From an optimization exercise on the open Yosys and OpenROAD flow, aimed at small area; shortcuts taken in it are not production practice. Function was checked by simulation only, so behaviour that the tests miss may differ from the original.

==> v24 <==
==> flow/design.v <==
package fpu_pkg;
  localparam logic [1:0] OP_NONE = 2'b00;
  localparam logic [1:0] OP_FADD = 2'b01;
  localparam logic [1:0] OP_FMUL = 2'b10;
  localparam logic [1:0] OP_RSVD = 2'b11;
endpackage
module fpu_seq (
  input  logic        clk,
  input  logic        reset,
  input  logic        Start,
  input  logic [1:0]  FPUOp,
  input  logic [31:0] SrcA,
  input  logic [31:0] SrcB,
  output logic [31:0] Result,
  output logic        Done,
  output logic        Busy,
  output logic [3:0]  FPUFlags
);
  localparam logic [3:0] S_IDLE = 4'd0;
  localparam logic [3:0] S_A1   = 4'd1;   
  localparam logic [3:0] S_A2   = 4'd2;   
  localparam logic [3:0] S_A3   = 4'd3;   
  localparam logic [3:0] S_AL   = 4'd4;   
  localparam logic [3:0] S_ML   = 4'd5;   
  localparam logic [3:0] S_M4   = 4'd6;   
  localparam logic [3:0] S_NORM = 4'd7;   
  localparam logic [3:0] S_PACK = 4'd8;   
  localparam logic [3:0] S_RSV  = 4'd9;   
  localparam logic [3:0] S_DONE = 4'd10;
  localparam logic [3:0] S_A5   = 4'd11;  
  localparam logic [3:0] S_A6   = 4'd12;  
  localparam logic [3:0] S_M3   = 4'd13;  
  localparam logic [3:0] S_M3B  = 4'd14;
  localparam logic [3:0] S_A0   = 4'd15;
  logic [3:0]  r_state;
  logic [3:0]  w_next;
  logic [31:0] r_a;
  logic [31:0] r_b;
  logic [25:0] r_acc;
  logic [9:0]  r_ex;
  logic        r_swap;
  logic [7:0] w_eA, w_eB;
  logic       w_hA, w_hB, w_infA, w_infB;
  assign w_eA   = r_a[30:23];
  assign w_eB   = r_b[30:23];
  assign w_hA   = |w_eA;
  assign w_hB   = |w_eB;
  assign w_infA = &w_eA;
  assign w_infB = &w_eB;
  logic w_accZ, w_exNZ;
  assign w_accZ = ~|r_acc;
  assign w_exNZ = |r_ex;
  assign Result   = {r_a[31], r_ex[7:0], r_acc[23:1]};
  assign FPUFlags = {r_a[31], ~|r_ex[7:0], 1'b0, &r_ex[7:0]};
  assign Done     = (r_state == S_DONE);
  assign Busy     = (r_state != S_IDLE);
  logic        w_ySelB;    
  logic        w_yEn;      
  logic        w_sub;
  logic [24:0] w_x, w_y;
  logic [25:0] w_sum;
  assign w_x = r_acc[25:1] ^ {25{w_sub}};
  assign w_y = {w_yEn, (w_ySelB ? r_b[22:0] : r_a[22:0]) & {23{w_yEn}}, 1'b0};
  logic [25:0] w_c;
  assign w_c[0] = w_sub;
  for (genvar i = 0; i < 25; i++) begin : g_add
    assign w_sum[i]  = w_x[i] ^ w_y[i] ^ w_c[i];
    assign w_c[i+1]  = (w_x[i] & w_y[i]) | (w_c[i] & (w_x[i] ^ w_y[i]));
  end
  assign w_sum[25] = w_c[25];
  logic w_redo;
  assign w_redo = r_acc[25] & (r_a[31] ^ r_b[31]);
  logic [9:0] w_p, w_q, w_exSum;
  logic       w_cin;
  logic [10:0] w_ec;
  assign w_ec[0] = w_cin;
  for (genvar i = 0; i < 10; i++) begin : g_eadd
    assign w_exSum[i] = w_p[i] ^ w_q[i] ^ w_ec[i];
    assign w_ec[i+1]  = (w_p[i] & w_q[i]) | (w_ec[i] & (w_p[i] ^ w_q[i]));
  end
  logic w_ovf, w_unf, w_special;
  assign w_ovf     = ~r_ex[9] & (r_ex[8] | (&r_ex[7:0]));
  assign w_unf     = r_ex[9] | ~w_exNZ;
  assign w_special = (r_state == S_RSV) | w_infA | w_infB;
  logic       w_accept;
  logic [1:0] w_accOp;    
  logic       w_accNan;
  logic       w_bShift;
  logic [1:0] w_signOp;   
  assign w_accept = (r_state == S_IDLE) && Start && (FPUOp != 2'b00);
  always_comb begin
    w_next   = r_state;
    w_ySelB  = 1'b0;
    w_yEn    = 1'b0;
    w_sub    = 1'b0;
    w_p      = r_ex;
    w_q      = 10'd0;
    w_cin    = 1'b0;
    w_accOp  = 2'd0;
    w_accNan = 1'b0;
    w_bShift = 1'b0;
    w_signOp = 2'd0;
    case (r_state)
      S_IDLE: begin
        w_accOp = 2'd3;
        w_p     = 10'd0;
        w_q     = 10'h3E8;         
        if (w_accept) begin
          case (FPUOp)
            2'b01:   w_next = S_A0;
            2'b10:   w_next = S_ML;
            default: w_next = S_RSV;
          endcase
        end
      end
      S_A0: begin
        w_accOp = 2'd3;
        w_p     = 10'd0;
        w_q     = {2'b00, w_eA};
        w_next  = S_A1;
      end
      S_A1: begin
        w_accOp = 2'd3;
        w_q    = {2'b11, ~w_eB};
        w_cin  = 1'b1;
        w_next = S_A2;
      end
      S_A2: begin
        w_ySelB = ~r_swap;
        w_yEn   = r_swap ? w_hA : w_hB;
        w_accOp = 2'd1;
        w_next  = S_A3;
      end
      S_A3: begin
        w_accOp = 2'd2;
        w_next  = S_AL;
      end
      S_AL: begin
        if (w_exNZ && !w_accZ) begin
          w_accOp = 2'd1;
          w_q     = {{9{~r_ex[9]}}, 1'b1};
        end else begin
          w_next  = S_A5;
        end
      end
      S_A5: begin
        w_ySelB  = r_swap;
        w_yEn    = r_swap ? w_hB : w_hA;
        w_sub    = r_a[31] ^ r_b[31];
        w_accOp  = 2'd1;
        w_p      = 10'd0;
        w_q      = r_swap ? {2'b00, w_eB} : {2'b00, w_eA};
        w_signOp = 2'd2;
        w_next   = S_A6;
      end
      S_A6: begin
        w_next = w_redo ? S_A0 : S_NORM;
      end
      S_ML: begin
        w_yEn    = r_b[0] & w_hA & w_hB;
        w_accOp  = 2'd1;
        w_cin    = 1'b1;
        w_bShift = 1'b1;
        if (&r_ex) w_next = S_M3;
      end
      S_M3: begin
        w_p    = 10'd0;
        w_q    = {2'b00, w_eA};
        w_next = S_M3B;
      end
      S_M3B: begin
        w_q    = {2'b00, w_eB};
        w_next = S_M4;
      end
      S_M4: begin
        w_q      = 10'h381;        
        w_signOp = 2'd1;
        w_next   = S_NORM;
      end
      S_NORM: begin
        if (r_acc[25]) begin
          w_accOp = 2'd1;
          w_cin   = 1'b1;
          w_next  = S_PACK;
        end else if (!r_acc[24] && !w_accZ) begin
          w_accOp = 2'd2;
          w_q     = 10'h3FF;
        end else begin
          w_next = S_PACK;
        end
      end
      S_PACK, S_RSV: begin
        w_next = S_DONE;
        if (w_special) begin
          w_accOp  = 2'd3;
          w_accNan = 1'b1;
          w_p      = 10'd0;
          w_q      = 10'h0FF;
          w_signOp = 2'd3;
        end else if (!r_acc[24]) begin
          w_accOp  = 2'd3;
          w_p      = 10'd0;
          w_signOp = 2'd3;
        end else if (w_ovf) begin
          w_accOp  = 2'd3;
          w_p      = 10'd0;
          w_q      = 10'h0FF;
        end else if (w_unf) begin
          w_accOp  = 2'd3;
          w_p      = 10'd0;
          w_signOp = 2'd3;
        end
      end
      S_DONE: begin
        w_next = S_IDLE;
      end
      default: w_next = S_IDLE;
    endcase
  end
  always_ff @(posedge clk) begin
    if (!reset) r_state <= S_IDLE;
    else        r_state <= w_next;
  end
  always_ff @(posedge clk) begin
    r_ex <= w_exSum;
    case (w_accOp)
      2'd1:    r_acc <= {w_sum[25] ^ w_sub, w_sum[24:0]};
      2'd2:    r_acc <= {r_acc[24:0], 1'b0};
      2'd3:    r_acc <= {2'b00, w_accNan, 23'd0};
      default: ;
    endcase
    if (r_state == S_IDLE)    r_swap <= 1'b0;
    else if (r_state == S_A1) r_swap <= r_swap | w_exSum[9];
    else if (r_state == S_A6) r_swap <= r_swap ^ w_redo;
    if (r_state == S_IDLE) begin
      r_a <= SrcA;
      r_b <= SrcB;
    end else begin
      if (w_bShift) r_b[22:0] <= {w_hB, r_b[22:1]};
      case (w_signOp)
        2'd1:    r_a[31] <= r_a[31] ^ r_b[31];
        2'd2:    r_a[31] <= r_swap ? r_b[31] : r_a[31];
        2'd3:    r_a[31] <= 1'b0;
        default: ;
      endcase
    end
  end
endmodule
==> flow/flow/run.sh <==
#!/bin/bash
# The standard layout with two changes:
#  - synthesis maps the logic with an area-oriented ABC script (flow/area.abc);
#    registers are untouched, so they are the standard synthesis's registers;
#  - the port buffers use the smallest buffer cell.
set -euo pipefail
W=$(pwd)
sed "s#^source \$::env(SCRIPTS_DIR)/synth_preamble.tcl#&\nset abc_args [list -script $W/flow/area.abc {*}[lrange \$abc_args 2 end]]#" \
  "$FLOW_HOME/scripts/synth.tcl" > my_synth.tcl
grep -q "flow/area.abc" my_synth.tcl
sed "s#source \$::env(SCRIPTS_DIR)/synth.tcl#source $W/my_synth.tcl#" synth_recipe.tcl > my_synth_recipe.tcl
grep -q "my_synth.tcl" my_synth_recipe.tcl
sed "s#SYNTH_SCRIPT=[^ ]*#SYNTH_SCRIPT=$W/my_synth_recipe.tcl#" standard.sh > my_standard.sh
grep -q "my_synth_recipe.tcl" my_standard.sh
export BUFFER_PORTS_ARGS="-buffer_cell sky130_fd_sc_hd__buf_1"
export CTS_ARGS="-sink_clustering_enable -repair_clock_nets -dont_use_dummy_load"
bash my_standard.sh > standard_flow.log 2>&1
==> flow/flow/area.abc <==
strash
&get -n
&st
&dch
&nf -R 1000
&st
&dch
&nf -R 1000
&put
topo
==> flow/standard.sh <==
#!/bin/bash
# synth_recipe.tcl (not shown) runs the flow's synth.tcl, then flattens the netlist and writes it again
# the make line also repeats each setting of config.mk as NAME=value (left out here)
make -C /OpenROAD-flow-scripts/flow DESIGN_CONFIG=/design/flow/config.mk WORK_HOME=/design/flow/orfs CLKGATE_MAP_FILE= SYNTH_SCRIPT=/design/flow/synth_recipe.tcl "${@:-finish}"
==> flow/config.mk <==
export PLATFORM = sky130hd
export DESIGN_NAME = fpu_seq
export DESIGN_NICKNAME = fpu_seq
export VERILOG_FILES = /design/flow/design.v
export SDC_FILE = /design/flow/constraint.sdc
export NUM_CORES = 4
export LEC_CHECK = 0
export ABC_AREA = 1
export CAP_MARGIN = 0
export CORE_MARGIN = 2
export CORE_UTILIZATION = 72
export SLEW_MARGIN = 0
==> flow/constraint.sdc <==
create_clock -name core_clock -period 11.0 [get_ports {clk}]
set_input_delay 2.2000 -clock core_clock [delete_from_list [all_inputs] [get_ports {clk}]]
set_output_delay 2.2000 -clock core_clock [all_outputs]
set_load 0.01 [all_outputs]
==> inputs of v1, as changes to v24 <==
--- a/flow/design.v
+++ b/flow/design.v
@@ -31,6 +31,4 @@
   localparam logic [3:0] S_A6   = 4'd12;  
   localparam logic [3:0] S_M3   = 4'd13;  
-  localparam logic [3:0] S_M3B  = 4'd14;
-  localparam logic [3:0] S_A0   = 4'd15;
   logic [3:0]  r_state;
   logic [3:0]  w_next;
@@ -108,5 +106,5 @@
         if (w_accept) begin
           case (FPUOp)
-            2'b01:   w_next = S_A0;
+            2'b01:   w_next = S_A1;
             2'b10:   w_next = S_ML;
             default: w_next = S_RSV;
@@ -114,12 +112,7 @@
         end
       end
-      S_A0: begin
-        w_accOp = 2'd3;
-        w_p     = 10'd0;
-        w_q     = {2'b00, w_eA};
-        w_next  = S_A1;
-      end
       S_A1: begin
         w_accOp = 2'd3;
+        w_p    = {2'b00, w_eA};
         w_q    = {2'b11, ~w_eB};
         w_cin  = 1'b1;
@@ -149,11 +142,10 @@
         w_sub    = r_a[31] ^ r_b[31];
         w_accOp  = 2'd1;
-        w_p      = 10'd0;
-        w_q      = r_swap ? {2'b00, w_eB} : {2'b00, w_eA};
+        w_p      = r_swap ? {2'b00, w_eB} : {2'b00, w_eA};
         w_signOp = 2'd2;
         w_next   = S_A6;
       end
       S_A6: begin
-        w_next = w_redo ? S_A0 : S_NORM;
+        w_next = w_redo ? S_A1 : S_NORM;
       end
       S_ML: begin
@@ -165,9 +157,5 @@
       end
       S_M3: begin
-        w_p    = 10'd0;
-        w_q    = {2'b00, w_eA};
-        w_next = S_M3B;
-      end
-      S_M3B: begin
+        w_p    = {2'b00, w_eA};
         w_q    = {2'b00, w_eB};
         w_next = S_M4;
@@ -233,5 +221,5 @@
     else if (r_state == S_A1) r_swap <= r_swap | w_exSum[9];
     else if (r_state == S_A6) r_swap <= r_swap ^ w_redo;
-    if (r_state == S_IDLE) begin
+    if (w_accept) begin
       r_a <= SrcA;
       r_b <= SrcB;
==> flow/run.sh (new file) <==
#!/bin/bash
# synth_recipe.tcl (not shown) runs the flow's synth.tcl, then flattens the netlist and writes it again
# the make line also repeats each setting of config.mk as NAME=value (left out here)
make -C /OpenROAD-flow-scripts/flow DESIGN_CONFIG=/design/flow/config.mk WORK_HOME=/design/flow/orfs CLKGATE_MAP_FILE= SYNTH_SCRIPT=/design/flow/synth_recipe.tcl finish
--- a/flow/config.mk
+++ b/flow/config.mk
@@ -9,4 +9,4 @@
 export CAP_MARGIN = 0
 export CORE_MARGIN = 2
-export CORE_UTILIZATION = 72
+export CORE_UTILIZATION = 40
 export SLEW_MARGIN = 0
removed: flow/flow/run.sh
removed: flow/flow/area.abc
removed: flow/standard.sh
==> inputs of v7, as changes to v24 <==
--- a/flow/config.mk
+++ b/flow/config.mk
@@ -9,4 +9,4 @@
 export CAP_MARGIN = 0
 export CORE_MARGIN = 2
-export CORE_UTILIZATION = 72
+export CORE_UTILIZATION = 65
 export SLEW_MARGIN = 0
==> summary.txt <==
Outcome
  • Status: finished clean

Clock tree
  • Clk slew on worst S/H paths: 70 ps

Layout
  • Nets: 899

Logic synthesis
  • Synth cell count leaders: nand2_1, edfxtp_1, inv_1
  • Seq/Total Area, Yosys: ~46%

Placed design
  • Place WS: -71.11 ps

GRT
  • Vias in the first global route: roughly 5000

Worst setup path
  • Stages on worst setup path: 42
(the above is from v1)
==> summary.txt <==
Outcome
  • Status: finished clean

Logic synthesis
  • Synth cell count leaders: nand2_1, edfxtp_1, a21oi_1

Min path
  • Min-Delay Path Class: register to register

Layout
  • Nets: 773

Clock tree
  • Clk slew on worst S/H paths: 80 ps

Placed design
  • Place WS: -103.0 ps

GRT
  • Vias in the first global route: 4444
(the above is from v24)
==> summary.txt <==
Logic synthesis
  • Synth cell count leaders: nand2_1, edfxtp_1, a21oi_1
  • Seq/Total Area, Yosys: between 50% and 60%

Clock tree
  • Clk slew on worst S/H paths: 120 ps

Placed design
  • Place WS: -41.54 ps

GRT
  • Vias in the first global route: between 4000 and 5000

Outcome
  • Status: finished clean
(the above is from v7)

## re-timing with driven ports
The results above use ideal ports. As a check the final layouts listed here were re-extracted and re-timed, cells and wires unchanged.
Step 1 assumes that a clkbuf_16 drives the clock port and a buf_2 every other input.
Step 2 adds t to the input delays and takes it off the output delays; t is the mean of the earliest and latest rising clock arrival at the registers after step 1. Input paths then give back, and output paths get back, about the clock's delay inside the block.
Slacks: ideal / step 1 / step 2; pairs: ideal / step 1.
| run | shift t [ns] | setup slack, ns | worst data-port slew with drivers (ns) |
|---|---|---|---|
| v24 | 0.388 | 0.329 / 0.329 / 0.329 | 0.04 |
| v1 | 0.387 | 0.434 / 0.434 / 0.434 | 0.05 |
| v7 | 0.403 | 0.349 / 0.349 / 0.349 | 0.04 |
After both steps every run listed still meets setup and hold.
